Source: an optimization exercise on an open RTL-to-GDS flow (aim: a short achievable clock period and few clock cycles). Production flows keep margins and buffers that such runs may drop.
The RTL was checked by simulation tests, not by an equivalence proof against the original design.
The clock port is modelled as an ideal driver; clocking choices that lean on that would not hold on a real chip.
No activity file was given, so power comes from the tool's default toggle rates.

==> flow/design.v <==
package dm_cache_pkg;
    localparam int WORD_W          = 32;
    localparam int WORDS_PER_BLOCK = 4;
    localparam int BLOCK_W         = WORD_W * WORDS_PER_BLOCK;
    localparam int ADDR_W          = 30;    
    localparam int OFFSET_W        = $clog2(WORDS_PER_BLOCK);
    typedef logic [WORD_W-1:0] word_t;
    typedef word_t [WORDS_PER_BLOCK-1:0] block_t;
    typedef logic [ADDR_W-1:0] word_addr_t;
    typedef logic [ADDR_W-OFFSET_W-1:0] block_addr_t;    
    typedef logic [OFFSET_W-1:0] offset_t;
endpackage
module cache_line #(
    parameter int TAG_W = 25
) (
    input  logic                   clk,
    input  logic                   rst_n,
    input  logic                   wr_word,       
    input  logic                   fill,          
    input  logic [TAG_W-1:0]       req_tag,
    input  dm_cache_pkg::offset_t  req_offset,
    input  dm_cache_pkg::word_t    wdata,
    input  logic [dm_cache_pkg::BLOCK_W-1:0] fill_block,    
    output logic                   match,         
    output logic                   dirty,
    output logic [TAG_W-1:0]       tag_q,
    output logic [dm_cache_pkg::BLOCK_W-1:0] data_q
);
    logic valid_q;
    always_ff @(posedge clk or negedge rst_n) begin
        if (!rst_n) begin
            valid_q <= 1'b0;
            dirty   <= 1'b0;
        end else if (fill) begin
            valid_q <= 1'b1;
            dirty   <= wr_word;
        end else if (wr_word) begin
            dirty   <= 1'b1;           
        end
    end
    always_ff @(posedge clk) begin
        if (fill) begin
            tag_q <= req_tag;
        end
    end
    for (genvar w = 0; w < dm_cache_pkg::WORDS_PER_BLOCK; w++) begin : g_word
        always_ff @(posedge clk) begin
            if (wr_word && (req_offset == dm_cache_pkg::offset_t'(w))) begin
                data_q[w*dm_cache_pkg::WORD_W +: dm_cache_pkg::WORD_W] <= wdata;
            end else if (fill) begin
                data_q[w*dm_cache_pkg::WORD_W +: dm_cache_pkg::WORD_W] <=
                    fill_block[w*dm_cache_pkg::WORD_W +: dm_cache_pkg::WORD_W];
            end
        end
    end
    assign match = valid_q && (tag_q == req_tag);
endmodule
module cache_ctrl #(
    parameter  int NUM_LINES = 8,
    localparam int IDX_W     = $clog2(NUM_LINES),
    localparam int TAG_W     = dm_cache_pkg::ADDR_W - dm_cache_pkg::OFFSET_W - IDX_W
) (
    input  logic                       clk,
    input  logic                       rst_n,
    input  logic                       proc_read_i,
    input  logic                       proc_write_i,
    input  dm_cache_pkg::word_addr_t   proc_addr_i,
    output logic                       proc_stall_o,
    output dm_cache_pkg::word_t        proc_rdata_o,
    input  logic                       mem_ready_i,
    input  logic [dm_cache_pkg::BLOCK_W-1:0] mem_rdata_i,
    output logic                       mem_read_o,
    output logic                       mem_write_o,
    output dm_cache_pkg::block_addr_t  mem_addr_o,
    output logic [dm_cache_pkg::BLOCK_W-1:0] mem_wdata_o,
    input  logic                       hit_i,
    input  logic                       dirty_i,
    input  logic [TAG_W-1:0]           victim_tag_i,
    input  dm_cache_pkg::block_t       victim_block_i,
    input  dm_cache_pkg::word_t        line_word_i,
    output logic [NUM_LINES-1:0]       wr_word_o,
    output logic [NUM_LINES-1:0]       fill_o
);
    localparam int WORD_W = dm_cache_pkg::WORD_W;
    localparam int WORDS  = dm_cache_pkg::WORDS_PER_BLOCK;
    logic [TAG_W-1:0]             req_tag;
    logic [IDX_W-1:0]             req_idx;
    dm_cache_pkg::offset_t        req_off;
    logic                         access;
    logic                         do_write;
    logic                         do_fill;
    logic                         lookup_q;
    logic                         wback_q;
    logic                         refill_q;
    logic                         done_q;
    logic                         stall_q;      
    logic                         wrefill_q;    
    dm_cache_pkg::word_t              rdata_q;
    dm_cache_pkg::block_addr_t        maddr_q;
    logic [dm_cache_pkg::BLOCK_W-1:0] wdata_q;
    logic [WORD_W-1:0]                fill_word;
    logic                             hit_now;
    logic                             fill_now;
    assign {req_tag, req_idx, req_off} = proc_addr_i;
    assign access = proc_read_i || proc_write_i;
    for (genvar i = 0; i < NUM_LINES; i++) begin : g_line_ctrl
        assign wr_word_o[i] = (req_idx == IDX_W'(i)) && do_write;
        assign fill_o[i]    = (req_idx == IDX_W'(i)) && do_fill;
    end
    assign do_fill  = refill_q && mem_ready_i;
    assign do_write = (done_q || do_fill) && proc_write_i;
    assign hit_now  = lookup_q && access && hit_i;
    assign fill_now = refill_q && mem_ready_i;
    always_ff @(posedge clk or negedge rst_n) begin
        if (!rst_n) begin
            lookup_q <= 1'b1;
            wback_q  <= 1'b0;
            refill_q <= 1'b0;
            done_q   <= 1'b0;
            stall_q  <= 1'b1;
            wrefill_q <= 1'b0;
        end else begin
            stall_q <= !(hit_now || (fill_now && !proc_write_i));
            if (lookup_q) begin
                if (access) begin
                    lookup_q <= 1'b0;
                    done_q   <= hit_i;
                    wback_q  <= !hit_i && dirty_i;
                    refill_q <= !hit_i && !dirty_i;
                    wrefill_q <= !hit_i && !dirty_i && proc_write_i;
                end
            end else if (wback_q) begin
                if (mem_ready_i) begin
                    wback_q  <= 1'b0;
                    refill_q <= 1'b1;
                    wrefill_q <= proc_write_i;
                end
            end else if (refill_q) begin
                if (mem_ready_i) begin
                    refill_q  <= 1'b0;
                    wrefill_q <= 1'b0;
                    done_q    <= !proc_write_i;
                    lookup_q  <= proc_write_i;
                end
            end else if (done_q) begin
                done_q   <= 1'b0;
                lookup_q <= 1'b1;
            end else begin
                lookup_q <= 1'b1;
            end
        end
    end
    always_comb begin
        fill_word = '0;
        for (int w = 0; w < WORDS; w++) begin
            fill_word = fill_word | (mem_rdata_i[w*WORD_W +: WORD_W] &
                                     {WORD_W{req_off == dm_cache_pkg::offset_t'(w)}});
        end
    end
    always_ff @(posedge clk) begin
        if (lookup_q) begin
            wdata_q <= victim_block_i;
            maddr_q <= {(dirty_i ? victim_tag_i : req_tag), req_idx};
        end else if (wback_q && mem_ready_i) begin
            maddr_q <= {req_tag, req_idx};
        end
    end
    always_ff @(posedge clk) begin
        rdata_q <= lookup_q ? line_word_i : fill_word;
    end
    assign mem_write_o  = wback_q;
    assign mem_read_o   = refill_q;
    assign mem_addr_o   = maddr_q;
    assign mem_wdata_o  = wdata_q;
    assign proc_rdata_o = rdata_q;
    assign proc_stall_o = stall_q && !(wrefill_q && mem_ready_i);
endmodule
module idx_decode #(
    parameter  int NUM_LINES = 8,
    localparam int IDX_W     = $clog2(NUM_LINES)
) (
    input  logic [IDX_W-1:0]     idx,
    output logic [NUM_LINES-1:0] dec
);
    for (genvar i = 0; i < NUM_LINES; i++) begin : g_dec
        assign dec[i] = (idx == IDX_W'(i));
    end
endmodule
module word_decode #(
    parameter  int NUM_LINES = 8,
    localparam int IDX_W     = $clog2(NUM_LINES),
    localparam int WORDS     = dm_cache_pkg::WORDS_PER_BLOCK
) (
    input  logic [IDX_W-1:0]            idx,
    input  dm_cache_pkg::offset_t       off,
    output logic [NUM_LINES*WORDS-1:0]  sel
);
    for (genvar i = 0; i < NUM_LINES; i++) begin : g_line
        for (genvar w = 0; w < WORDS; w++) begin : g_word
            assign sel[i*WORDS+w] = (idx == IDX_W'(i)) && (off == dm_cache_pkg::offset_t'(w));
        end
    end
endmodule
module sel_or #(
    parameter int N = 8,
    parameter int W = 32
) (
    input  logic [N-1:0]        sel,
    input  logic [N-1:0][W-1:0] data,
    output logic [W-1:0]        y
);
    always_comb begin
        y = '0;
        for (int k = 0; k < N; k++) begin
            y = y | (data[k] & {W{sel[k]}});
        end
    end
endmodule
module line_select #(
    parameter  int NUM_LINES = 8,
    localparam int IDX_W     = $clog2(NUM_LINES),
    localparam int TAG_W     = dm_cache_pkg::ADDR_W - dm_cache_pkg::OFFSET_W - IDX_W
) (
    input  dm_cache_pkg::word_addr_t                       proc_addr_i,
    input  logic [NUM_LINES-1:0]                           match_v,    
    input  logic [NUM_LINES-1:0]                           dirty_v,
    input  logic [NUM_LINES-1:0][TAG_W-1:0]                tag_v,
    input  logic [NUM_LINES-1:0][dm_cache_pkg::BLOCK_W-1:0] block_v,
    output logic                                           hit_o,
    output logic                                           dirty_o,
    output logic [TAG_W-1:0]                               victim_tag_o,
    output dm_cache_pkg::block_t                           victim_block_o,
    output dm_cache_pkg::word_t                            rdata_o
);
    localparam int WORD_W = dm_cache_pkg::WORD_W;
    localparam int WORDS  = dm_cache_pkg::WORDS_PER_BLOCK;
    logic [IDX_W-1:0]                       idx;
    dm_cache_pkg::offset_t                  off;
    logic [NUM_LINES-1:0]                   dec_stat;     
    logic [NUM_LINES-1:0]                   dec_blk;      
    logic [NUM_LINES*WORDS-1:0]             word_sel;
    logic [NUM_LINES*WORDS-1:0][WORD_W-1:0] words;
    logic [dm_cache_pkg::BLOCK_W-1:0]       blk;
    assign idx = proc_addr_i[dm_cache_pkg::OFFSET_W +: IDX_W];
    assign off = proc_addr_i[dm_cache_pkg::OFFSET_W-1:0];
    idx_decode #(.NUM_LINES(NUM_LINES)) i_dec_stat (.idx(idx), .dec(dec_stat));
    idx_decode #(.NUM_LINES(NUM_LINES)) i_dec_blk  (.idx(idx), .dec(dec_blk));
    sel_or #(.N(NUM_LINES), .W(1)) i_hit   (.sel(dec_stat), .data(match_v), .y(hit_o));
    sel_or #(.N(NUM_LINES), .W(1)) i_dirty (.sel(dec_stat), .data(dirty_v), .y(dirty_o));
    sel_or #(.N(NUM_LINES), .W(TAG_W)) i_vtag (.sel(dec_blk), .data(tag_v), .y(victim_tag_o));
    sel_or #(.N(NUM_LINES), .W(dm_cache_pkg::BLOCK_W)) i_vblk (.sel(dec_blk), .data(block_v), .y(blk));
    assign victim_block_o = blk;
    for (genvar i = 0; i < NUM_LINES; i++) begin : g_line_words
        for (genvar w = 0; w < WORDS; w++) begin : g_word
            assign words[i*WORDS+w] = block_v[i][w*WORD_W +: WORD_W];
        end
    end
    word_decode #(.NUM_LINES(NUM_LINES)) i_word_dec (.idx(idx), .off(off), .sel(word_sel));
    sel_or #(.N(NUM_LINES*WORDS), .W(WORD_W)) i_line_word (.sel(word_sel), .data(words), .y(rdata_o));
endmodule
module dm_cache #(
    parameter int NUM_LINES = 8      
) (
    input  logic           clk,
    input  logic           rst_n,
    input  logic           proc_read_i,
    input  logic           proc_write_i,
    input  logic [29:0]    proc_addr_i,      
    input  logic [31:0]    proc_wdata_i,
    output logic           proc_stall_o,
    output logic [31:0]    proc_rdata_o,
    output logic           mem_read_o,
    output logic           mem_write_o,
    output logic [27:0]    mem_addr_o,       
    output logic [127:0]   mem_wdata_o,      
    input  logic [127:0]   mem_rdata_i,
    input  logic           mem_ready_i
);
    localparam int IDX_W = $clog2(NUM_LINES);
    localparam int TAG_W = dm_cache_pkg::ADDR_W - dm_cache_pkg::OFFSET_W - IDX_W;
    logic                   sel_hit;
    logic                   sel_dirty;
    logic [TAG_W-1:0]       sel_tag;
    dm_cache_pkg::block_t   sel_block;
    dm_cache_pkg::word_t    sel_word;
    logic [NUM_LINES-1:0]                             line_wr_word;
    logic [NUM_LINES-1:0]                             line_fill;
    logic [NUM_LINES-1:0]                             line_match;
    logic [NUM_LINES-1:0]                             line_dirty;
    logic [NUM_LINES-1:0][TAG_W-1:0]                  line_tag;
    logic [NUM_LINES-1:0][dm_cache_pkg::BLOCK_W-1:0]  line_data;
    cache_ctrl #(
        .NUM_LINES (NUM_LINES)
    ) i_cache_ctrl (
        .clk            (clk),
        .rst_n          (rst_n),
        .proc_read_i    (proc_read_i),
        .proc_write_i   (proc_write_i),
        .proc_addr_i    (proc_addr_i),
        .proc_stall_o   (proc_stall_o),
        .proc_rdata_o   (proc_rdata_o),
        .mem_ready_i    (mem_ready_i),
        .mem_rdata_i    (mem_rdata_i),
        .mem_read_o     (mem_read_o),
        .mem_write_o    (mem_write_o),
        .mem_addr_o     (mem_addr_o),
        .mem_wdata_o    (mem_wdata_o),
        .hit_i          (sel_hit),
        .dirty_i        (sel_dirty),
        .victim_tag_i   (sel_tag),
        .victim_block_i (sel_block),
        .line_word_i    (sel_word),
        .wr_word_o      (line_wr_word),
        .fill_o         (line_fill)
    );
    for (genvar i = 0; i < NUM_LINES; i++) begin : g_line
        cache_line #(
            .TAG_W (TAG_W)
        ) i_cache_line (
            .clk        (clk),
            .rst_n      (rst_n),
            .wr_word    (line_wr_word[i]),
            .fill       (line_fill[i]),
            .req_tag    (proc_addr_i[dm_cache_pkg::ADDR_W-1 -: TAG_W]),
            .req_offset (proc_addr_i[dm_cache_pkg::OFFSET_W-1:0]),
            .wdata      (proc_wdata_i),
            .fill_block (mem_rdata_i),
            .match      (line_match[i]),
            .dirty      (line_dirty[i]),
            .tag_q      (line_tag[i]),
            .data_q     (line_data[i])
        );
    end
    line_select #(
        .NUM_LINES (NUM_LINES)
    ) i_line_select (
        .proc_addr_i    (proc_addr_i),
        .match_v        (line_match),
        .dirty_v        (line_dirty),
        .tag_v          (line_tag),
        .block_v        (line_data),
        .hit_o          (sel_hit),
        .dirty_o        (sel_dirty),
        .victim_tag_o   (sel_tag),
        .victim_block_o (sel_block),
        .rdata_o        (sel_word)
    );
endmodule
==> flow/flow/run.sh <==
#!/bin/bash
# Standard ORFS layout, with three changes: the port buffers are plain
# buffers (not the platform's delay cells), sizing may leave a cell's
# footprint, and an extra setup repair (capped in iterations) runs after
# clock tree synthesis and after global routing.
set -euo pipefail
HERE=$PWD
KNOBS=(MATCH_CELL_FOOTPRINT=0 "BUFFER_PORTS_ARGS=-buffer_cell sky130_fd_sc_hd__buf_4")
bash standard.sh synth > log_1_synth.txt 2>&1
bash standard.sh "${KNOBS[@]}" floorplan place > log_2_floorplan_place.txt 2>&1
bash standard.sh "${KNOBS[@]}" POST_CTS_TCL=$HERE/flow/post_cts.tcl cts > log_4_cts.txt 2>&1
bash standard.sh "${KNOBS[@]}" POST_GLOBAL_ROUTE_TCL=$HERE/flow/post_grt.tcl grt > log_5_grt.txt 2>&1
bash standard.sh "${KNOBS[@]}" finish > log_6_finish.txt 2>&1
test -f out/final.def
==> flow/flow/post_cts.tcl <==
# push setup slack well past zero on the placed, clocked design
puts "post-CTS extra repair"
estimate_parasitics -placement
repair_timing -setup_margin 2.5 -repair_tns 100 -max_iterations 1500 -verbose
detailed_placement
check_placement -verbose
estimate_parasitics -placement
report_worst_slack -max
report_worst_slack -min
==> flow/flow/post_grt.tcl <==
# one more capped setup repair on global-route parasitics, then reroute
# the nets it changed and rewrite the guides
puts "post-GRT extra repair"
estimate_parasitics -global_routing
repair_timing -setup_margin 2.5 -repair_tns 100 -max_iterations 800 -verbose
global_route -start_incremental
detailed_placement
global_route -end_incremental
check_placement -verbose
estimate_parasitics -global_routing
report_worst_slack -max
report_worst_slack -min
write_guides $::env(RESULTS_DIR)/route.guide
==> flow/standard.sh <==
#!/bin/bash
# synth_recipe.tcl (not shown) runs the flow's synth.tcl, then flattens the netlist and writes it again
# the make line also repeats each setting of config.mk as NAME=value (left out here)
make -C /OpenROAD-flow-scripts/flow DESIGN_CONFIG=/design/flow/config.mk WORK_HOME=/design/flow/orfs CLKGATE_MAP_FILE= SYNTH_SCRIPT=/design/flow/synth_recipe.tcl "${@:-finish}"
==> flow/config.mk <==
export PLATFORM = sky130hd
export DESIGN_NAME = dm_cache
export DESIGN_NICKNAME = dm_cache
export VERILOG_FILES = /design/flow/design.v
export SDC_FILE = /design/flow/constraint.sdc
export NUM_CORES = 4
export LEC_CHECK = 0
export CAP_MARGIN = 70
export CORE_MARGIN = 2
export CORE_UTILIZATION = 45
export SLEW_MARGIN = 70
export SYNTH_HIERARCHICAL = 1
export SYNTH_MINIMUM_KEEP_SIZE = 0
==> flow/constraint.sdc <==
create_clock -name core_clock -period 4.8 [get_ports {clk}]
set_input_delay 0.9600 -clock core_clock [delete_from_list [all_inputs] [get_ports {clk}]]
set_output_delay 0.9600 -clock core_clock [all_outputs]
set_load 0.01 [all_outputs]
==> results of run 1 <==
-- routing by layer --
layer | track usage | part of all wire | vias to the layer above
li1 | - | - | 21900
met5 | 0.00208 | 0.00075 | -
met4 | 0.271 | 0.092 | 34
met3 | 0.174 | 0.17 | 1923
met2 | 0.573 | 0.40 | 6378
met1 | 0.511 | 0.34 | 29700
-- layout make-up --
type / count / area [µm²] / share of cell area
sequential: 1434 / 42700 / 0.469
multi-input combinational: 3096 / 28900 / 0.318
timing repair buffer: 914 / 11300 / 0.125
clock buffer: 221 / 4390 / 0.0483
tap: 2072 / 2590 / 0.0285
clock inverter: 76 / 905 / 0.00996
antenna: 30 / 75.1 / 0.000826
inverter: 11 / 47.5 / 0.000523
-- synthesized netlist by cell type (12+ instances only) --
cell type / number / area share
edfxtp_1: 1380 / 0.57
a22oi_1: 1132 / 0.12
mux2_2: 1040 / 0.16
nand4_1: 299 / 0.026
buf_2: 132 / 0.0092
xor2_1: 128 / 0.016
buf_6: 118 / 0.018
xnor2_1: 72 / 0.0087
nor2_1: 68 / 0.0035
clkbuf_1: 59 / 0.0031
nor4_1: 40 / 0.0035
buf_4: 36 / 0.0037
nand2_1: 33 / 0.0017
dfxtp_1: 32 / 0.0089
or4_1: 32 / 0.0033
nand3_1: 27 / 0.0019
mux2i_1: 23 / 0.0032
a211oi_1: 21 / 0.0022
o32ai_1: 21 / 0.0026
dfrtp_1: 20 / 0.0069
nand3b_1: 20 / 0.0021
or2_2: 19 / 0.0016
nand2b_1: 17 / 0.0015
mux2_1: 16 / 0.0025
o22a_1: 12 / 0.0015
-- flip-flops by register name, indices dropped and copies added (netlist names) --
name / flops
g_line.i_cache_line.data_q: 1024
g_line.i_cache_line.tag_q: 200
i_cache_ctrl.wdata_q: 128
i_cache_ctrl.rdata_q: 32
i_cache_ctrl.maddr_q: 28
g_line.i_cache_line.dirty: 8
g_line.i_cache_line.valid_q: 8
i_cache_ctrl.done_q: 1
i_cache_ctrl.lookup_q: 1
i_cache_ctrl.refill_q: 1
i_cache_ctrl.stall_q: 1
i_cache_ctrl.wback_q: 1
i_cache_ctrl.wrefill_q: 1
-- power by group through the flow --
| stage | Clock [W] | Sequential (W) | Combinational [W] |
|---|---|---|---|
| after floorplan | 0 | 0.0161 | 0.00186 |
| after global placement | 0 | 0.0160 | 0.00492 |
| after detailed placement | 0 | 0.0159 | 0.00533 |
| final | 0.0127 | 0.0157 | 0.00606 |
-- worst reg2reg max path: stages, from the launching register on --
cell and delay [ns]:
dfrtp_2 0.38, a21oi_2 0.07, nand3b_1 0.18, buf_6 0.15, buf_4 0.14, nor2_4 0.21, nor3b_4 0.33, buf_6 0.43
mux2_2 0.50
-- kinds of logic after synthesis --
kind of cell | Yosys count | synth area share
DFF | 1434 | 0.591
AOI/OAI and AO/OA | 1218 | 0.128
muxes | 1084 | 0.169
and+or+nand+nor | 594 | 0.0505
buffers and inverters | 367 | 0.0370
xor gates and xnor gates | 200 | 0.0243
-- worst max path at each step --
stage                              startpoint                                            to  cells past startpoint
2_1_floorplan                     mem_ready_i  g_line[2].i_cache_line.data_q[100]$_DFFE_PP_                      5
3_3_place_gp                   proc_addr_i[3]   g_line[5].i_cache_line.data_q[10]$_DFFE_PP_                      6
3_5_place_dp                   proc_addr_i[4]              i_cache_ctrl.rdata_q[13]$_DFF_P_                     11
6_report       i_cache_ctrl.stall_q$_DFF_PN1_                                  proc_stall_o                      2
-- stage by stage --
step            util  hold WS, ns  instance area (µm²)  total power, W  setup slack, ns
2_1_floorplan      -        0.436                72100          0.0180            0.160
3_3_place_gp   0.487        0.449                77400          0.0209            0.918
3_5_place_dp   0.507        0.450                80400          0.0212             1.02
6_report       0.572       0.0164                90900          0.0345             2.19
==> flow_summary.yaml, run 1 <==
floorplanning:
  dieArea_mm2: 0.163
  coreArea_mm2: 0.159
  initial_utilization: 0.454
  ios: 386
  rows: 146
  die_h_um: 404
  die_w_um: 404
power:
  vdd_drop_max_v: 0.000412
  p_sw_w: 0.00975
  switching_share: 0.283
  leakage_nw: 30.8
  internal_power_w: 0.0247
  power_frac_comb: 0.176
  p_seq_frac: 0.456
  powerDensity_mw_per_mm2: 379
  power_frac_clock: 0.368
worst_setup_path:
  cp_top_family: "flip-flops"
  critPathRequiredTime_ns: 3.84
  regToRegSetupSlack_ns: 2.19
  rr_endpoint: "g_line[3].i_cache_line.data_q[14]$_DFFE_PP_"
  cp-start-kind: "register"
  cp_slowest_cell: "dfstp_2"
  crit_chain: "a21boi_4, buf_6"
  rr_startpoint: "i_cache_ctrl.refill_q$_DFFE_PN0P_"
  cp_data_arrival_time_ns: 1.65
  path_buf_inv: 1
  cpPeakStageDelay_ns: 0.52
  path_class: "register to primary output"
  worstPathMaxFanout: 1
  critPathCaptureType: "primary output"
  r2r_cells: 8
layout:
  mostFrequentLayoutCells: "edfxtp_1, a22oi_1, mux2_2"
  fin_cells: 7854
  area_growth_pct: 26.0
  layout-drive-gt1-share: 0.430
  num-fill-cells: 12400
  final_common_cell: "edfxtp_1"
  nets: 5812
global_routing:
  track_usage: 0.408
  grt-ovfl-total: 0
  grt_pass1_vias: 55500
  grt_pass1_wl_mm: 460
  antenna_found_initial: 35
  grt_max_degree: 49
logic_synthesis:
  synth_seq_cells: 1434
  synthArstFlopShare: 0.0153
  ys_warn_count: 12
  syn_area_mm2: 0.0721
  netlist_instances: 4897
  synth-edff-count: 1380
  syn_area_per_cell_um2: 14.7
  ys_types: 48
  ys_seq_area_frac: 0.591
  synth_top_flop_cell: "edfxtp_1"
route:
  ant_nets: 0
  dr.pass1.iters: 13
  drt_iter0_drc: 11900
  vias_per_cell: 7.63
  wl_mm: 357
  wire_per_inst_um: 45.4
  drc_errors: 0
  via_count: 60000
clocking:
  cts_tree: "yes"
  path_clk_slew_ns: 0.07
  clkLatencyLatePin_ns: 0.85
  numClockSinks: 1434
placed_design:
  place_inst: 7329
  dpl.hpwl_mm: 214
  portBuffers: 385
  place.gp.congestion: 0.950
sta:
  fin_skew_ns: 0.0382
  period_minus_slack_ns: 2.61
  finalSetupViolations: 0
  final_max_slew_viol_count: 0
  fmax_mhz: 383
  setup_tns_ns: 0
  finalCritPeriodShare: 0.544
  final-hold-violation-count: 0
  relSlewSlack: 0.600
  worstMarginPinSlew_ns: 0.600
min_path:
  worstHoldPathType: "input pin to asynchronous set/reset pin"
job:
  cap_violations: 0
status:
  outcome: "finished clean"
Testbench counts, summed over its fixed seeds: cycles 96,145.
==> inputs of run 2 (changes only) <==
--- a/flow/design.v
+++ b/flow/design.v
@@ -17,6 +17,6 @@
     input  logic                   rst_n,
-    input  logic                   wr_word,       
+    input  logic                   wr_line,       
     input  logic                   fill,          
+    input  logic [dm_cache_pkg::WORDS_PER_BLOCK-1:0] wsel,    
     input  logic [TAG_W-1:0]       req_tag,
-    input  dm_cache_pkg::offset_t  req_offset,
     input  dm_cache_pkg::word_t    wdata,
@@ -28,2 +28,3 @@
 );
+    localparam int WORD_W = dm_cache_pkg::WORD_W;
     logic valid_q;
@@ -35,4 +36,4 @@
             valid_q <= 1'b1;
-            dirty   <= wr_word;
-        end else if (wr_word) begin
+            dirty   <= |wsel;
+        end else if (wr_line) begin
             dirty   <= 1'b1;           
@@ -47,7 +48,4 @@
         always_ff @(posedge clk) begin
-            if (wr_word && (req_offset == dm_cache_pkg::offset_t'(w))) begin
-                data_q[w*dm_cache_pkg::WORD_W +: dm_cache_pkg::WORD_W] <= wdata;
-            end else if (fill) begin
-                data_q[w*dm_cache_pkg::WORD_W +: dm_cache_pkg::WORD_W] <=
-                    fill_block[w*dm_cache_pkg::WORD_W +: dm_cache_pkg::WORD_W];
+            if (fill || (wr_line && wsel[w])) begin
+                data_q[w*WORD_W +: WORD_W] <= wsel[w] ? wdata : fill_block[w*WORD_W +: WORD_W];
             end
@@ -57,2 +55,10 @@
 endmodule
+module late_and_or (
+    input  logic a,
+    input  logic late,
+    input  logic b,
+    output logic y
+);
+    assign y = (a && late) || b;
+endmodule
 module cache_ctrl #(
@@ -80,4 +86,5 @@
     input  dm_cache_pkg::word_t        line_word_i,
-    output logic [NUM_LINES-1:0]       wr_word_o,
-    output logic [NUM_LINES-1:0]       fill_o
+    output logic [NUM_LINES-1:0]       wr_line_o,     
+    output logic [NUM_LINES-1:0]       fill_o,        
+    output logic [dm_cache_pkg::WORDS_PER_BLOCK-1:0] wsel_o    
 );
@@ -88,6 +95,6 @@
     dm_cache_pkg::offset_t        req_off;
+    logic [NUM_LINES-1:0]         req_dec;
     logic                         access;
-    logic                         do_write;
-    logic                         do_fill;
-    logic                         lookup_q;
+    logic                         lookup;
+    logic                         busy_q;
     logic                         wback_q;
@@ -95,4 +102,5 @@
     logic                         done_q;
-    logic                         stall_q;      
+    logic                         go_q;         
     logic                         wrefill_q;    
+    logic [NUM_LINES-1:0]         fline_q;      
     dm_cache_pkg::word_t              rdata_q;
@@ -103,49 +111,65 @@
     logic                             fill_now;
+    logic                             victim_next;    
     assign {req_tag, req_idx, req_off} = proc_addr_i;
+    assign lookup = !busy_q;
     assign access = proc_read_i || proc_write_i;
+    for (genvar i = 0; i < NUM_LINES; i++) begin : g_dec
+        assign req_dec[i] = (req_idx == IDX_W'(i));
+    end
     for (genvar i = 0; i < NUM_LINES; i++) begin : g_line_ctrl
-        assign wr_word_o[i] = (req_idx == IDX_W'(i)) && do_write;
-        assign fill_o[i]    = (req_idx == IDX_W'(i)) && do_fill;
+        assign wr_line_o[i] = done_q && proc_write_i && req_dec[i];
+        assign fill_o[i]    = fline_q[i] && mem_ready_i;
+    end
+    for (genvar w = 0; w < WORDS; w++) begin : g_wsel
+        assign wsel_o[w] = proc_write_i && (req_off == dm_cache_pkg::offset_t'(w));
+    end
+    assign hit_now   = lookup && access && hit_i;
+    assign fill_now  = refill_q && mem_ready_i;
+    assign victim_next = lookup ? dirty_i : (wback_q && !mem_ready_i);
+    logic                 look;           
+    logic                 miss_clean;     
+    logic                 miss_dirty;     
+    logic                 rd_fill;        
+    logic                 wb_done;        
+    logic                 done_d;
+    logic                 go_d;
+    logic                 wback_d;
+    logic                 refill_d;
+    logic                 wrefill_d;
+    logic [NUM_LINES-1:0] fline_d;
+    logic                 miss;
+    assign look       = lookup && access;
+    assign miss_clean = look && !dirty_i;
+    assign miss_dirty = look && dirty_i;
+    assign rd_fill    = fill_now && !proc_write_i;
+    assign wb_done    = wback_q && mem_ready_i;
+    assign miss       = !hit_i;
+    late_and_or i_done_d   (.a(look),       .late(hit_i), .b(rd_fill), .y(done_d));
+    late_and_or i_go_d     (.a(look),       .late(hit_i), .b(rd_fill), .y(go_d));
+    late_and_or i_wback_d  (.a(miss_dirty), .late(miss),  .b(wback_q && !mem_ready_i), .y(wback_d));
+    late_and_or i_refill_d (.a(miss_clean), .late(miss),
+                            .b(wb_done || (refill_q && !mem_ready_i)), .y(refill_d));
+    late_and_or i_wrefill_d (.a(miss_clean && proc_write_i), .late(miss),
+                             .b((wb_done && proc_write_i) || (wrefill_q && !mem_ready_i)), .y(wrefill_d));
+    for (genvar i = 0; i < NUM_LINES; i++) begin : g_fline_d
+        late_and_or i_fline_d (.a(miss_clean && req_dec[i]), .late(miss),
+                               .b((wb_done && req_dec[i]) || (fline_q[i] && !fill_now)), .y(fline_d[i]));
     end
-    assign do_fill  = refill_q && mem_ready_i;
-    assign do_write = (done_q || do_fill) && proc_write_i;
-    assign hit_now  = lookup_q && access && hit_i;
-    assign fill_now = refill_q && mem_ready_i;
     always_ff @(posedge clk or negedge rst_n) begin
         if (!rst_n) begin
-            lookup_q <= 1'b1;
-            wback_q  <= 1'b0;
-            refill_q <= 1'b0;
-            done_q   <= 1'b0;
-            stall_q  <= 1'b1;
+            busy_q    <= 1'b0;
+            wback_q   <= 1'b0;
+            refill_q  <= 1'b0;
+            done_q    <= 1'b0;
+            go_q      <= 1'b0;
             wrefill_q <= 1'b0;
+            fline_q   <= '0;
         end else begin
-            stall_q <= !(hit_now || (fill_now && !proc_write_i));
-            if (lookup_q) begin
-                if (access) begin
-                    lookup_q <= 1'b0;
-                    done_q   <= hit_i;
-                    wback_q  <= !hit_i && dirty_i;
-                    refill_q <= !hit_i && !dirty_i;
-                    wrefill_q <= !hit_i && !dirty_i && proc_write_i;
-                end
-            end else if (wback_q) begin
-                if (mem_ready_i) begin
-                    wback_q  <= 1'b0;
-                    refill_q <= 1'b1;
-                    wrefill_q <= proc_write_i;
-                end
-            end else if (refill_q) begin
-                if (mem_ready_i) begin
-                    refill_q  <= 1'b0;
-                    wrefill_q <= 1'b0;
-                    done_q    <= !proc_write_i;
-                    lookup_q  <= proc_write_i;
-                end
-            end else if (done_q) begin
-                done_q   <= 1'b0;
-                lookup_q <= 1'b1;
-            end else begin
-                lookup_q <= 1'b1;
-            end
+            go_q      <= go_d;
+            done_q    <= done_d;
+            wback_q   <= wback_d;
+            refill_q  <= refill_d;
+            wrefill_q <= wrefill_d;
+            fline_q   <= fline_d;
+            busy_q    <= look || (busy_q && !done_q && !(fill_now && proc_write_i));
         end
@@ -160,11 +184,5 @@
     always_ff @(posedge clk) begin
-        if (lookup_q) begin
-            wdata_q <= victim_block_i;
-            maddr_q <= {(dirty_i ? victim_tag_i : req_tag), req_idx};
-        end else if (wback_q && mem_ready_i) begin
-            maddr_q <= {req_tag, req_idx};
-        end
-    end
-    always_ff @(posedge clk) begin
-        rdata_q <= lookup_q ? line_word_i : fill_word;
+        wdata_q <= victim_block_i;
+        maddr_q <= {(victim_next ? victim_tag_i : req_tag), req_idx};
+        rdata_q <= lookup ? line_word_i : fill_word;
     end
@@ -175,3 +193,3 @@
     assign proc_rdata_o = rdata_q;
-    assign proc_stall_o = stall_q && !(wrefill_q && mem_ready_i);
+    assign proc_stall_o = !(go_q || (wrefill_q && mem_ready_i));
 endmodule
@@ -285,3 +303,4 @@
     dm_cache_pkg::word_t    sel_word;
-    logic [NUM_LINES-1:0]                             line_wr_word;
+    logic [dm_cache_pkg::WORDS_PER_BLOCK-1:0]         line_wsel;
+    logic [NUM_LINES-1:0]                             line_wr;
     logic [NUM_LINES-1:0]                             line_fill;
@@ -312,4 +331,5 @@
         .line_word_i    (sel_word),
-        .wr_word_o      (line_wr_word),
-        .fill_o         (line_fill)
+        .wr_line_o      (line_wr),
+        .fill_o         (line_fill),
+        .wsel_o         (line_wsel)
     );
@@ -321,6 +341,6 @@
             .rst_n      (rst_n),
-            .wr_word    (line_wr_word[i]),
+            .wr_line    (line_wr[i]),
             .fill       (line_fill[i]),
+            .wsel       (line_wsel),
             .req_tag    (proc_addr_i[dm_cache_pkg::ADDR_W-1 -: TAG_W]),
-            .req_offset (proc_addr_i[dm_cache_pkg::OFFSET_W-1:0]),
             .wdata      (proc_wdata_i),
--- a/flow/flow/post_cts.tcl
+++ b/flow/flow/post_cts.tcl
@@ -2,2 +2,3 @@
 puts "post-CTS extra repair"
+source [file join [file dirname [info script]] upsize_out.tcl]
 estimate_parasitics -placement
==> flow/flow/upsize_out.tcl (new file) <==
# Give the registers that drive output ports (through their port buffer)
# the strongest drive of their cell type. Sizing only: the cell type stays.
proc my_upsize_strongest {inst} {
  set m [get_property $inst ref_name]
  if {![regexp {^(.*)_([0-9]+)$} $m -> base drive]} { return }
  foreach d {4 2} {
    if {$d <= $drive} { return }
    set cands [get_lib_cells -quiet */${base}_$d]
    if {[llength $cands] > 0} {
      replace_cell $inst [lindex $cands 0]
      puts "upsized [get_full_name $inst] $m -> ${base}_$d"
      return
    }
  }
}
foreach port [get_ports *] {
  if {[get_property $port direction] ne "output"} { continue }
  set net [get_nets -quiet [get_full_name $port]]
  if {[llength $net] == 0} { continue }
  foreach pin [get_pins -quiet -of_objects $net] {
    if {[get_property $pin direction] ne "output"} { continue }
    set buf [get_cells -of_objects $pin]
    foreach in [get_pins -of_objects $buf -filter "direction==input"] {
      set n2 [get_nets -of_objects $in]
      foreach p2 [get_pins -quiet -of_objects $n2] {
        if {[get_property $p2 direction] ne "output"} { continue }
        set drv [get_cells -of_objects $p2]
        if {[string match "*__df*" [get_property $drv ref_name]]} { my_upsize_strongest $drv }
      }
    }
  }
}
--- a/flow/config.mk
+++ b/flow/config.mk
@@ -10,2 +10,4 @@
 export CORE_UTILIZATION = 45
+export CTS_CLUSTER_DIAMETER = 120
+export CTS_CLUSTER_SIZE = 24
 export SLEW_MARGIN = 70
==> flow_summary.yaml, run 2 <==
floorplanning:
  coreArea_mm2: 0.156
  initial_utilization: 0.454
  ios: 386
  dieArea_mm2: 0.161
  die_w_um: 401
  die_h_um: 401
  rows: 145
logic_synthesis:
  synthTopCellsByCount: "edfxtp_1, a22oi_1, mux2_2"
  syn_area_mm2: 0.0710
  synth_top_cell_area_share: 0.518
  ys_warn_count: 12
  ys_types: 47
  ys_seq_area_frac: 0.582
  synth-edff-count: 1224
  synthArstFlopShare: 0.0208
  synth_seq_cells: 1442
  netlist_instances: 4979
  synth_top_flop_cell: "edfxtp_1"
  syn_area_per_cell_um2: 14.3
  synth_area_leader_cell: "edfxtp_1"
  yosysMostFrequentCell: "edfxtp_1"
  synth.area.top_cells: "edfxtp_1, mux2_2, a22oi_1, dfxtp_1, nand4_1"
worst_setup_path:
  regToRegSetupSlack_ns: 2.55
  path_class: "input pin to primary output"
  critPathCaptureType: "primary output"
  cp-start-kind: "input pin"
  worstPathMaxFanout: 14
  critPathRequiredTime_ns: 3.84
  cp_data_arrival_time_ns: 1.51
placed_design:
  dpl.hpwl_mm: 195
  dpl_cell_area_mm2: 0.0789
  portBuffers: 385
  place.gp.congestion: 0.946
  place_ws_ns: 0.974
global_routing:
  grt_pass1_vias: 51700
  antenna_found_initial: 38
  grt-ovfl-total: 0
  track_usage: 0.361
  grt_pass1_wl_mm: 413
  grt_max_degree: 55
sta:
  setup_ws_ns: 2.33
  worstMarginPinSlew_ns: 0.549
  holdWs_ns: 0.0887
  fmax_mhz: 405
  fin_skew_ns: 0.0510
  period_minus_slack_ns: 2.47
  finalCritPeriodShare: 0.514
  final-hold-violation-count: 0
  relSlewSlack: 0.634
  setup_tns_ns: 0
  final_max_slew_viol_count: 0
  finalSetupViolations: 0
layout:
  final_util: 0.546
  fin_area_mm2: 0.0853
  nets: 5667
  final_common_cell: "edfxtp_1"
  mostFrequentLayoutCells: "edfxtp_1, mux2_2, a22oi_1"
  regMostFlops: "g_line.i_cache_line.data_q"
  layout-drive-gt1-share: 0.453
  reg_top3: "g_line.i_cache_line.data_q: 1024 flops, g_line.i_cache_line.tag_q: 200 flops, i_cache_ctrl.wdata_q: 128 flops"
  area_growth_pct: 20.2
  largest_reg_flops: 1024
  num-fill-cells: 12900
route:
  drt_iter0_drc: 10500
  vias_per_cell: 7.20
  wire_per_inst_um: 40.4
  dr.pass1.iters: 7
  ant_nets: 0
  wl_mm: 308
  via_count: 54800
  drc_errors: 0
clocking:
  cts_tree: "yes"
  clkLatencyLatePin_ns: 0.75
  numClockSinks: 1442
  path_clk_slew_ns: 0.12
min_path:
  worstHoldPathType: "input pin to asynchronous set/reset pin"
status:
  outcome: "finished clean"
power:
  leakage_nw: 27.7
  powerDensity_mw_per_mm2: 393
  vdd_drop_max_v: 0.000342
job:
  cap_violations: 0
[run 2: final cells by class]
type / instances / area (µm²) / share of cell area
flip-flops and latches: 1442 / 42000 / 0.492
multi-input cells: 3142 / 28900 / 0.338
repair buffers: 810 / 9760 / 0.114
well taps: 2058 / 2570 / 0.0302
clock buffers: 123 / 2000 / 0.0235
clock inverters: 5 / 62.6 / 0.000733
diodes: 23 / 57.6 / 0.000675
inverters: 6 / 28.8 / 0.000337
[run 2: path summary, 6_finish.rpt]
path | start | to | cells after the start
hold reg to reg | g_line[5].i_cache_line.valid_q$_DFFE_PN0P_ | g_line[5].i_cache_line.valid_q$_DFFE_PN0P_ | 1
setup / recovery | mem_ready_i | proc_stall_o | 3
max in group asynchronous | rst_n | i_cache_ctrl.wback_q$_DFF_PN0_ | 1
min in group core_clock | g_line[5].i_cache_line.valid_q$_DFFE_PN0P_ | g_line[5].i_cache_line.valid_q$_DFFE_PN0P_ | 1
hold / removal | rst_n | i_cache_ctrl.fline_q[4]$_DFF_PN0_ | 1
setup reg to reg | i_cache_ctrl.busy_q$_DFF_PN0_ | i_cache_ctrl.rdata_q[5]$_DFF_P_ | 5
[run 2: report_power, final]
group / internal (W) / total, W / switching [W] / leakage, nW
logic: 0.00327 / 0.00851 / 0.00524 / 13.5
clock network: 0.00291 / 0.00720 / 0.00429 / 0.984
registers: 0.0164 / 0.0178 / 0.00146 / 13.1
[run 2: stage by stage]
stage | cells | power (W)
2_1_floorplan | 4979 | 0.0204
6_report | 7609 | 0.0335
3_5_place_dp | 7338 | 0.0255
3_3_place_gp | 7161 | 0.0246
[run 2: critical path, cell delays in order]
cell and delay (ns):
buf_4 0.17, a21oi_2 0.21, buf_4 0.16
[run 2: routing by layer]
layer  GRT usage  part of all wire  up-vias
met5     0.00357           0.00069        -
met4       0.194             0.067       26
met3       0.107              0.14     1162
met2       0.523              0.42     4828
met1       0.485              0.36    27400
li1            -                 -    21400
[run 2: cells by family after synthesis]
| group | after synthesis | synth area share |
|---|---|---|
| compound gates | 1262 | 0.132 |
| xor+xnor | 200 | 0.0247 |
| buf+inv | 395 | 0.0392 |
| flops | 1442 | 0.582 |
| mux | 1082 | 0.171 |
| simple gates | 598 | 0.0509 |
Testbench counts of run 2, summed over its fixed seeds: cycles 96,145.
==> inputs of run 3 (changes only) <==
--- a/flow/design.v
+++ b/flow/design.v
@@ -63,2 +63,60 @@
 endmodule
+module aoi22 (
+    input  logic a1,
+    input  logic a2,
+    input  logic b1,
+    input  logic b2,
+    output logic y
+);
+    assign y = !((a1 && a2) || (b1 && b2));
+endmodule
+module nand3 (
+    input  logic a,
+    input  logic b,
+    input  logic c,
+    output logic y
+);
+    assign y = !(a && b && c);
+endmodule
+module rdata_bit (
+    input  logic       clk,
+    input  logic       look,         
+    input  logic       line_word,    
+    input  logic [3:0] off_dec,      
+    input  logic [3:0] fill_bits,    
+    output logic       rdata
+);
+    logic       word_n_q;            
+    logic [3:0] osel_q;
+    logic       lo_n;
+    logic       hi_n;
+    always_ff @(posedge clk) begin
+        word_n_q <= !(look && line_word);
+        osel_q   <= off_dec & {4{!look}};
+    end
+    aoi22 i_lo (.a1(osel_q[0]), .a2(fill_bits[0]), .b1(osel_q[1]), .b2(fill_bits[1]), .y(lo_n));
+    aoi22 i_hi (.a1(osel_q[2]), .a2(fill_bits[2]), .b1(osel_q[3]), .b2(fill_bits[3]), .y(hi_n));
+    nand3 i_or (.a(lo_n), .b(hi_n), .c(word_n_q), .y(rdata));
+endmodule
+module stall_gen (
+    input  logic clk,
+    input  logic rst_n,
+    input  logic go_d,           
+    input  logic refill_d,       
+    input  logic mem_ready_i,
+    output logic stall_o
+);
+    logic go_q;
+    logic refill_q;
+    always_ff @(posedge clk or negedge rst_n) begin
+        if (!rst_n) begin
+            go_q     <= 1'b0;
+            refill_q <= 1'b0;
+        end else begin
+            go_q     <= go_d;
+            refill_q <= refill_d;
+        end
+    end
+    assign stall_o = !(go_q || (refill_q && mem_ready_i));
+endmodule
 module cache_ctrl #(
@@ -102,9 +160,6 @@
     logic                         done_q;
-    logic                         go_q;         
-    logic                         wrefill_q;    
     logic [NUM_LINES-1:0]         fline_q;      
-    dm_cache_pkg::word_t              rdata_q;
+    logic [WORDS-1:0]                 off_dec;
     dm_cache_pkg::block_addr_t        maddr_q;
     logic [dm_cache_pkg::BLOCK_W-1:0] wdata_q;
-    logic [WORD_W-1:0]                fill_word;
     logic                             hit_now;
@@ -123,3 +178,4 @@
     for (genvar w = 0; w < WORDS; w++) begin : g_wsel
-        assign wsel_o[w] = proc_write_i && (req_off == dm_cache_pkg::offset_t'(w));
+        assign off_dec[w] = (req_off == dm_cache_pkg::offset_t'(w));
+        assign wsel_o[w]  = proc_write_i && off_dec[w];
     end
@@ -131,3 +187,2 @@
     logic                 miss_dirty;     
-    logic                 rd_fill;        
     logic                 wb_done;        
@@ -137,3 +192,2 @@
     logic                 refill_d;
-    logic                 wrefill_d;
     logic [NUM_LINES-1:0] fline_d;
@@ -143,7 +197,6 @@
     assign miss_dirty = look && dirty_i;
-    assign rd_fill    = fill_now && !proc_write_i;
     assign wb_done    = wback_q && mem_ready_i;
     assign miss       = !hit_i;
-    late_and_or i_done_d   (.a(look),       .late(hit_i), .b(rd_fill), .y(done_d));
-    late_and_or i_go_d     (.a(look),       .late(hit_i), .b(rd_fill), .y(go_d));
+    late_and_or i_done_d   (.a(look),       .late(hit_i), .b(1'b0), .y(done_d));
+    late_and_or i_go_d     (.a(look),       .late(hit_i), .b(1'b0), .y(go_d));
     late_and_or i_wback_d  (.a(miss_dirty), .late(miss),  .b(wback_q && !mem_ready_i), .y(wback_d));
@@ -151,4 +204,2 @@
                             .b(wb_done || (refill_q && !mem_ready_i)), .y(refill_d));
-    late_and_or i_wrefill_d (.a(miss_clean && proc_write_i), .late(miss),
-                             .b((wb_done && proc_write_i) || (wrefill_q && !mem_ready_i)), .y(wrefill_d));
     for (genvar i = 0; i < NUM_LINES; i++) begin : g_fline_d
@@ -163,7 +214,4 @@
             done_q    <= 1'b0;
-            go_q      <= 1'b0;
-            wrefill_q <= 1'b0;
             fline_q   <= '0;
         end else begin
-            go_q      <= go_d;
             done_q    <= done_d;
@@ -171,12 +219,4 @@
             refill_q  <= refill_d;
-            wrefill_q <= wrefill_d;
             fline_q   <= fline_d;
-            busy_q    <= look || (busy_q && !done_q && !(fill_now && proc_write_i));
-        end
-    end
-    always_comb begin
-        fill_word = '0;
-        for (int w = 0; w < WORDS; w++) begin
-            fill_word = fill_word | (mem_rdata_i[w*WORD_W +: WORD_W] &
-                                     {WORD_W{req_off == dm_cache_pkg::offset_t'(w)}});
+            busy_q    <= look || (busy_q && !done_q && !fill_now);
         end
@@ -186,3 +226,2 @@
         maddr_q <= {(victim_next ? victim_tag_i : req_tag), req_idx};
-        rdata_q <= lookup ? line_word_i : fill_word;
     end
@@ -192,4 +231,24 @@
     assign mem_wdata_o  = wdata_q;
-    assign proc_rdata_o = rdata_q;
-    assign proc_stall_o = !(go_q || (wrefill_q && mem_ready_i));
+    for (genvar j = 0; j < WORD_W; j++) begin : g_rdata
+        logic [WORDS-1:0] fill_bits;
+        for (genvar w = 0; w < WORDS; w++) begin : g_word
+            assign fill_bits[w] = mem_rdata_i[w*WORD_W + j];
+        end
+        rdata_bit i_rdata_bit (
+            .clk       (clk),
+            .look      (look),
+            .line_word (line_word_i[j]),
+            .off_dec   (off_dec),
+            .fill_bits (fill_bits),
+            .rdata     (proc_rdata_o[j])
+        );
+    end
+    stall_gen i_stall (
+        .clk         (clk),
+        .rst_n       (rst_n),
+        .go_d        (go_d),
+        .refill_d    (refill_d),
+        .mem_ready_i (mem_ready_i),
+        .stall_o     (proc_stall_o)
+    );
 endmodule
==> flow_summary.yaml, run 3 <==
route:
  dr.pass1.iters: 6
  wire_per_inst_um: 38.4
  wl_mm: 303
  vias_per_cell: 6.99
  drc_errors: 0
  via_count: 55200
  ant_nets: 0
  drt_iter0_drc: 9096
sta:
  fin_skew_ns: 0.0490
  setup_ws_ns: 2.29
  setup_tns_ns: 0
  finalSetupViolations: 0
  fmax_mhz: 399
  finalCritPeriodShare: 0.522
  relSlewSlack: 0.626
  final_max_slew_viol_count: 0
  final-hold-violation-count: 0
  worstMarginPinSlew_ns: 0.561
  period_minus_slack_ns: 2.51
  holdWs_ns: 0.0928
layout:
  area_growth_pct: 17.4
  largest_reg_flops: 1024
  layout-drive-gt1-share: 0.408
  reg_top3: "g_line.i_cache_line.data_q: 1024 flops, g_line.i_cache_line.tag_q: 200 flops"
  regMostFlops: "g_line.i_cache_line.data_q"
  mostFrequentLayoutCells: "edfxtp_1, a22oi_1, mux2_2"
  final_common_cell: "edfxtp_1"
  final_util: 0.530
  nets: 5824
global_routing:
  grt_pass1_vias: 52700
  grt_pass1_wl_mm: 414
  track_usage: 0.346
  antenna_found_initial: 18
  grt_max_degree: 62
  grt-ovfl-total: 0
logic_synthesis:
  synth_fa_ha_area_frac: 0
  synth_top_flop_cell: "edfxtp_1"
  synthArstFlopShare: 0.0191
  synth-edff-count: 1224
  synth_top_family_by_area: "multiplexers"
  synth_top_cell_area_share: 0.495
  synth-compound-area-share: 0.131
  synthTopCellsByCount: "edfxtp_1, a22oi_1, mux2_2"
  synth_seq_cells: 1570
  yosysMostFrequentCell: "edfxtp_1"
  ys_warn_count: 14
  syn_area_per_cell_um2: 14.3
  yosys.area_share.simple: 0.0586
  synth_area_leader_cell: "edfxtp_1"
  netlist_instances: 5173
  synthMuxAreaShare: 0.160
  ys_seq_area_frac: 0.591
  syn_area_mm2: 0.0742
  ys_types: 43
  synth_xor_area_frac: 0.0236
  synth.area.top_cells: "edfxtp_1, mux2_2, a22oi_1, dfxtp_1, nand4_1"
clocking:
  cts_tree: "yes"
  numClockSinks: 1570
  clkLatencyLatePin_ns: 0.77
  path_clk_slew_ns: 0.12
floorplanning:
  coreArea_mm2: 0.164
  rows: 149
  die_h_um: 410
  initial_utilization: 0.451
  die_w_um: 410
  dieArea_mm2: 0.168
  ios: 386
job:
  cap_violations: 0
worst_setup_path:
  critPathRequiredTime_ns: 3.84
  worstPathMaxFanout: 2
  cp_data_arrival_time_ns: 1.55
  critPathCaptureType: "primary output"
  path_class: "input pin to primary output"
  cp-start-kind: "input pin"
placed_design:
  portBuffers: 385
  dpl.hpwl_mm: 188
  place.gp.congestion: 0.891
  place_ws_ns: 1.28
power:
  switching_share: 0.315
  internal_power_w: 0.0232
  power_frac_comb: 0.226
  powerDensity_mw_per_mm2: 389
  power_frac_clock: 0.230
  p_sw_w: 0.0107
  p_seq_frac: 0.544
  leakage_nw: 28.5
  vdd_drop_max_v: 0.000337
  total_power_w: 0.0339
status:
  outcome: "finished clean"
min_path:
  worstHoldPathType: "input pin to asynchronous set/reset pin"
run 3: changes by cell type after synthesis, sizes merged, moves of 20 or more:
cell,before,now
mux2i,33,0
nand3,18,50
buf,326,306
nand2b,35,2
a211oi,32,0
nor2,85,52
a22oi,1132,1196
nand2,17,48
nor2b,3,131
o22ai,33,0
dfxtp,188,316
run 3: worst paths after layout:
path	cells after the start	end	slack, ns	start
min	1	g_line[2].i_cache_line.dirty$_DFFE_PN0P_	0.09	rst_n
max reg2reg	9	i_cache_ctrl.fline_q[2]$_DFF_PN0_	2.43	g_line[7].i_cache_line.tag_q[3]$_DFFE_PP_
min reg2reg	1	g_line[0].i_cache_line.valid_q$_DFFE_PN0P_	0.47	g_line[0].i_cache_line.valid_q$_DFFE_PN0P_
max	4	proc_rdata_o[1]	2.29	mem_rdata_i[65]
max in group asynchronous	1	i_cache_ctrl.refill_q$_DFF_PN0_	4.39	rst_n
min in group core_clock	1	i_cache_ctrl.maddr_q[2]$_DFF_P_	0.42	proc_addr_i[4]
run 3: per-module statistics from Yosys, one instance, submodules excluded, excerpt:
| module | flops+latches | times used | cell area [µm²] |
|---|---|---|---|
| nand3 | 0 | 32 | 5.00 |
| rdata_bit | 5 | 32 | 129 |
| stall_gen | 2 | 1 | 58.8 |
| late_and_or | 0 | 12 | 7.51 |
| aoi22 | 0 | 64 | 12.5 |
run 3: cell families (layout without fill, tap and decap cells):
kind of cell	Yosys count	after routing
mux	1050	1050
xor+xnor	200	200
other cells	1	12
compound gates	1259	1259
buf+inv	371	890
flops	1570	1570
simple gates	722	722
run 3: through the flow:
| step | instances | cell area, µm² |
|---|---|---|
| detailed placement | 7648 | 81800 |
| global placement | 7518 | 79400 |
| finish | 7892 | 87100 |
| floorplan | 5174 | 74200 |
run 3: routing by layer:
layer	share of wire	global-route usage	vias to the layer above
met4	0.063	0.173	16
li1	-	-	21900
met5	0.00072	0.00201	-
met3	0.13	0.0990	1090
met1	0.38	0.471	27700
met2	0.43	0.506	4529
run 3: critical path, stage by stage:
cell and delay [ns]:
buf_12 0.10, a22oi_2 0.19, nand3_2 0.14, buf_6 0.15
run 3: final cells by class:
cell class,count,area (µm²)
repair buffers,743,8800
diodes,10,25.0
fillers,13700,77300
repair inverters,1,7.51
flip-flops and latches,1570,44500
multi-input cells,3233,28800
clock buffers,134,2190
clock inverters,8,92.6
inverters,4,43.8
well taps,2189,2740
run 3: power groups by stage:
stage | registers [W] | logic, W | clock network (W)
2_1_floorplan | 0.0182 | 0.00305 | 0
3_3_place_gp | 0.0186 | 0.00674 | 0
3_5_place_dp | 0.0186 | 0.00717 | 0
6_report | 0.0185 | 0.00767 | 0.00779
Testbench counts of run 3, summed over its fixed seeds: cycles 89,305.
==> inputs of run 4 (changes only) <==
--- a/flow/config.mk
+++ b/flow/config.mk
@@ -9,5 +9,6 @@
 export CORE_MARGIN = 2
-export CORE_UTILIZATION = 45
+export CORE_UTILIZATION = 50
 export CTS_CLUSTER_DIAMETER = 120
 export CTS_CLUSTER_SIZE = 24
+export PLACE_DENSITY = 0.7
 export SLEW_MARGIN = 70
==> flow_summary.yaml, run 4 <==
sta:
  fin_skew_ns: 0.0532
  final-hold-violation-count: 0
  setup_ws_ns: 2.29
  final_max_slew_viol_count: 0
  relSlewSlack: 0.663
  fmax_mhz: 398
  finalCritPeriodShare: 0.524
  finalSetupViolations: 0
  setup_tns_ns: 0
  period_minus_slack_ns: 2.51
  worstMarginPinSlew_ns: 0.505
route:
  dr.pass1.iters: 11
  drc_errors: 0
  ant_nets: 0
  drt_iter0_drc: 10700
  wire_per_inst_um: 37.9
  vias_per_cell: 7.29
  via_count: 55800
  wl_mm: 290
layout:
  mostFrequentLayoutCells: "edfxtp_1, a22oi_1, mux2_2"
  fin_area_mm2: 0.0866
  area_growth_pct: 16.7
  regMostFlops: "g_line.i_cache_line.data_q"
  final_common_cell: "edfxtp_1"
  layout-drive-gt1-share: 0.409
  reg_top3: "g_line.i_cache_line.data_q: 1024 flops, g_line.i_cache_line.tag_q: 200 flops"
  num-fill-cells: 11500
  nets: 5845
  seq_area_mm2: 0.0445
  largest_reg_flops: 1024
  multi_input_area_mm2: 0.0287
worst_setup_path:
  path_class: "input pin to primary output"
  cpMostUsedCell: "buf_4"
  cp-start-kind: "input pin"
  cpPeakStageDelay_ns: 0.16
  cp_data_arrival_time_ns: 1.55
  critPathCaptureType: "primary output"
  crit_chain: "buf_4, a22oi_2, nand3_1, buf_4"
  critPathRequiredTime_ns: 3.84
  worstPathMaxFanout: 9
  cp_slowest_cell: "buf_4"
power:
  leakage_nw: 28.5
  p_sw_w: 0.0106
  internal_power_w: 0.0232
  power_frac_clock: 0.225
  vdd_drop_max_v: 0.000305
  p_seq_frac: 0.548
  power_frac_comb: 0.227
  switching_share: 0.313
  powerDensity_mw_per_mm2: 390
clocking:
  numClockSinks: 1570
  clkLatencyLatePin_ns: 0.77
  cts_tree: "yes"
  path_clk_slew_ns: 0.10
logic_synthesis:
  ys_seq_area_frac: 0.591
  netlist_instances: 5173
  syn_area_mm2: 0.0742
  ys_warn_count: 14
  synth_top_flop_cell: "edfxtp_1"
  syn_area_per_cell_um2: 14.3
  synth-edff-count: 1224
  ys_types: 43
  synthTopCellsByCount: "edfxtp_1, a22oi_1, mux2_2"
  synth.area.top_cells: "edfxtp_1, mux2_2, a22oi_1, dfxtp_1, nand4_1"
  synth_seq_cells: 1570
  synthArstFlopShare: 0.0191
  synth_top_cell_area_share: 0.495
  yosysMostFrequentCell: "edfxtp_1"
  synth_area_leader_cell: "edfxtp_1"
placed_design:
  place.gp.congestion: 0.965
  place_ws_ns: 1.30
  portBuffers: 385
  dpl_cell_area_mm2: 0.0814
  dpl.hpwl_mm: 186
floorplanning:
  initial_utilization: 0.503
  die_w_um: 389
  rows: 141
  dieArea_mm2: 0.151
  ios: 386
  die_h_um: 389
  coreArea_mm2: 0.147
global_routing:
  grt_pass1_vias: 53600
  track_usage: 0.369
  grt-ovfl-total: 0
  antenna_found_initial: 19
  grt_pass1_wl_mm: 401
  grt_max_degree: 62
status:
  outcome: "finished clean"
min_path:
  worstHoldPathType: "input pin to asynchronous set/reset pin"
job:
  cap_violations: 0
-- run 4: cell counts after synthesis --
Identical to the previous run, type by type.
-- run 4: cell families after synthesis --
| kind of cell | after synthesis | synth area share |
|---|---|---|
| simple gates | 722 | 0.0586 |
| buf+inv | 371 | 0.0354 |
| mux | 1050 | 0.160 |
| xor+xnor | 200 | 0.0236 |
| flops | 1570 | 0.591 |
| other cells | 1 | 0.0000505 |
| compound gates | 1259 | 0.131 |
-- run 4: cell type report --
| type | instances | area share |
|---|---|---|
| multi-input combinational | 3233 | 0.331 |
| tap | 1930 | 0.0279 |
| timing repair buffer | 766 | 0.101 |
| inverter | 4 | 0.000390 |
| clock inverter | 7 | 0.000882 |
| antenna | 16 | 0.000462 |
| sequential | 1570 | 0.514 |
| clock buffer | 132 | 0.0246 |
-- run 4: worst max-delay path: cells and delay by family --
kind | cells | cell delay, ns
compound gates | 1 | 0.16
buf+inv | 2 | 0.32
simple gates | 1 | 0.11
-- run 4: worst paths after layout --
kind,from,slack [ns],end,cells after the start
setup / recovery,mem_rdata_i[107],2.29,proc_rdata_o[11],4
min in group core_clock,proc_addr_i[2],0.44,i_cache_ctrl.maddr_q[0]$_DFF_P_,1
setup reg to reg,g_line[2].i_cache_line.tag_q[22]$_DFFE_PP_,2.53,i_cache_ctrl.i_stall.refill_q$_DFF_PN0_,8
max in group asynchronous,rst_n,4.41,i_cache_ctrl.refill_q$_DFF_PN0_,1
hold / removal,rst_n,0.08,g_line[7].i_cache_line.valid_q$_DFFE_PN0P_,1
hold reg to reg,g_line[2].i_cache_line.valid_q$_DFFE_PN0P_,0.47,g_line[2].i_cache_line.valid_q$_DFFE_PN0P_,1
-- run 4: modules after synthesis, one instance, submodules excluded, a selection --
| module | area (µm²) | cells | flops+latches | copies in the design |
|---|---|---|---|---|
| rdata_bit | 129 | 10 | 5 | 32 |
| stall_gen | 58.8 | 3 | 2 | 1 |
| aoi22 | 12.5 | 1 | 0 | 64 |
| late_and_or | 7.51 | 1 | 0 | 12 |
| nand3 | 5.00 | 1 | 0 | 32 |
-- run 4: metrics by stage --
| step | hold WS [ns] | power (W) | cells | util |
|---|---|---|---|---|
| floorplan | 0.436 | 0.0213 | 5174 | - |
| global placement | 0.450 | 0.0251 | 7270 | 0.536 |
| detailed placement | 0.450 | 0.0256 | 7405 | 0.552 |
| finish | 0.0842 | 0.0337 | 7658 | 0.587 |
-- run 4: power by group through the flow --
stage	combinational, W	clock (W)	sequential, W
3_5_place_dp	0.00703	0	0.0186
2_1_floorplan	0.00305	0	0.0182
3_3_place_gp	0.00652	0	0.0186
6_report	0.00765	0.00760	0.0185
-- run 4: layer usage --
metal  wire length, µm  share of wire  global-route usage  vias up
met5               205        0.00071             0.00766        -
met4             21300          0.073               0.211       20
met3             43500           0.15               0.129     1368
met2            123000           0.43               0.539     5084
met1            102000           0.35               0.476    27400
li1                  -              -                   -    21900

## static timing again, ports no longer ideal
In the flow no input, the clock included, has a driving cell. The finished layouts below were timed again as built, in two steps. Step 1 sets driving cells, clkbuf_16 on the clock port and buf_2 on the other inputs (assumed; they add their load-dependent delay and slew). Step 2 adds t to the input delays and takes it off the output delays; t is the mean of the earliest and latest rising clock arrival at the registers after step 1. Input paths then give back, and output paths get back, about the clock's delay inside the block. a / b / c = ideal / step 1 / step 2; a / b = the first two.
| run | shift t [ns] | slack for setup (ns) | slew at the worst register clock pin (ns) | worst data-port slew with drivers (ns) |
|---|---|---|---|---|
| run 1 | 0.918 | 2.188 / 2.088 / 1.170 | 0.07 / 0.07 | 0.45 |
| run 2 | 0.808 | 2.331 / 2.224 / 1.415 | 0.12 / 0.12 | 0.29 |
| run 3 | 0.831 | 2.295 / 2.191 / 1.604 | 0.12 / 0.12 | 0.19 |
| run 4 | 0.830 | 2.285 / 2.201 / 1.568 | 0.11 / 0.11 | 0.17 |
After both steps every run listed still meets setup and hold. For run 1, which loses most, drivers alone change the setup slack by -0.100 ns; drivers and shift together by -1.018 ns.
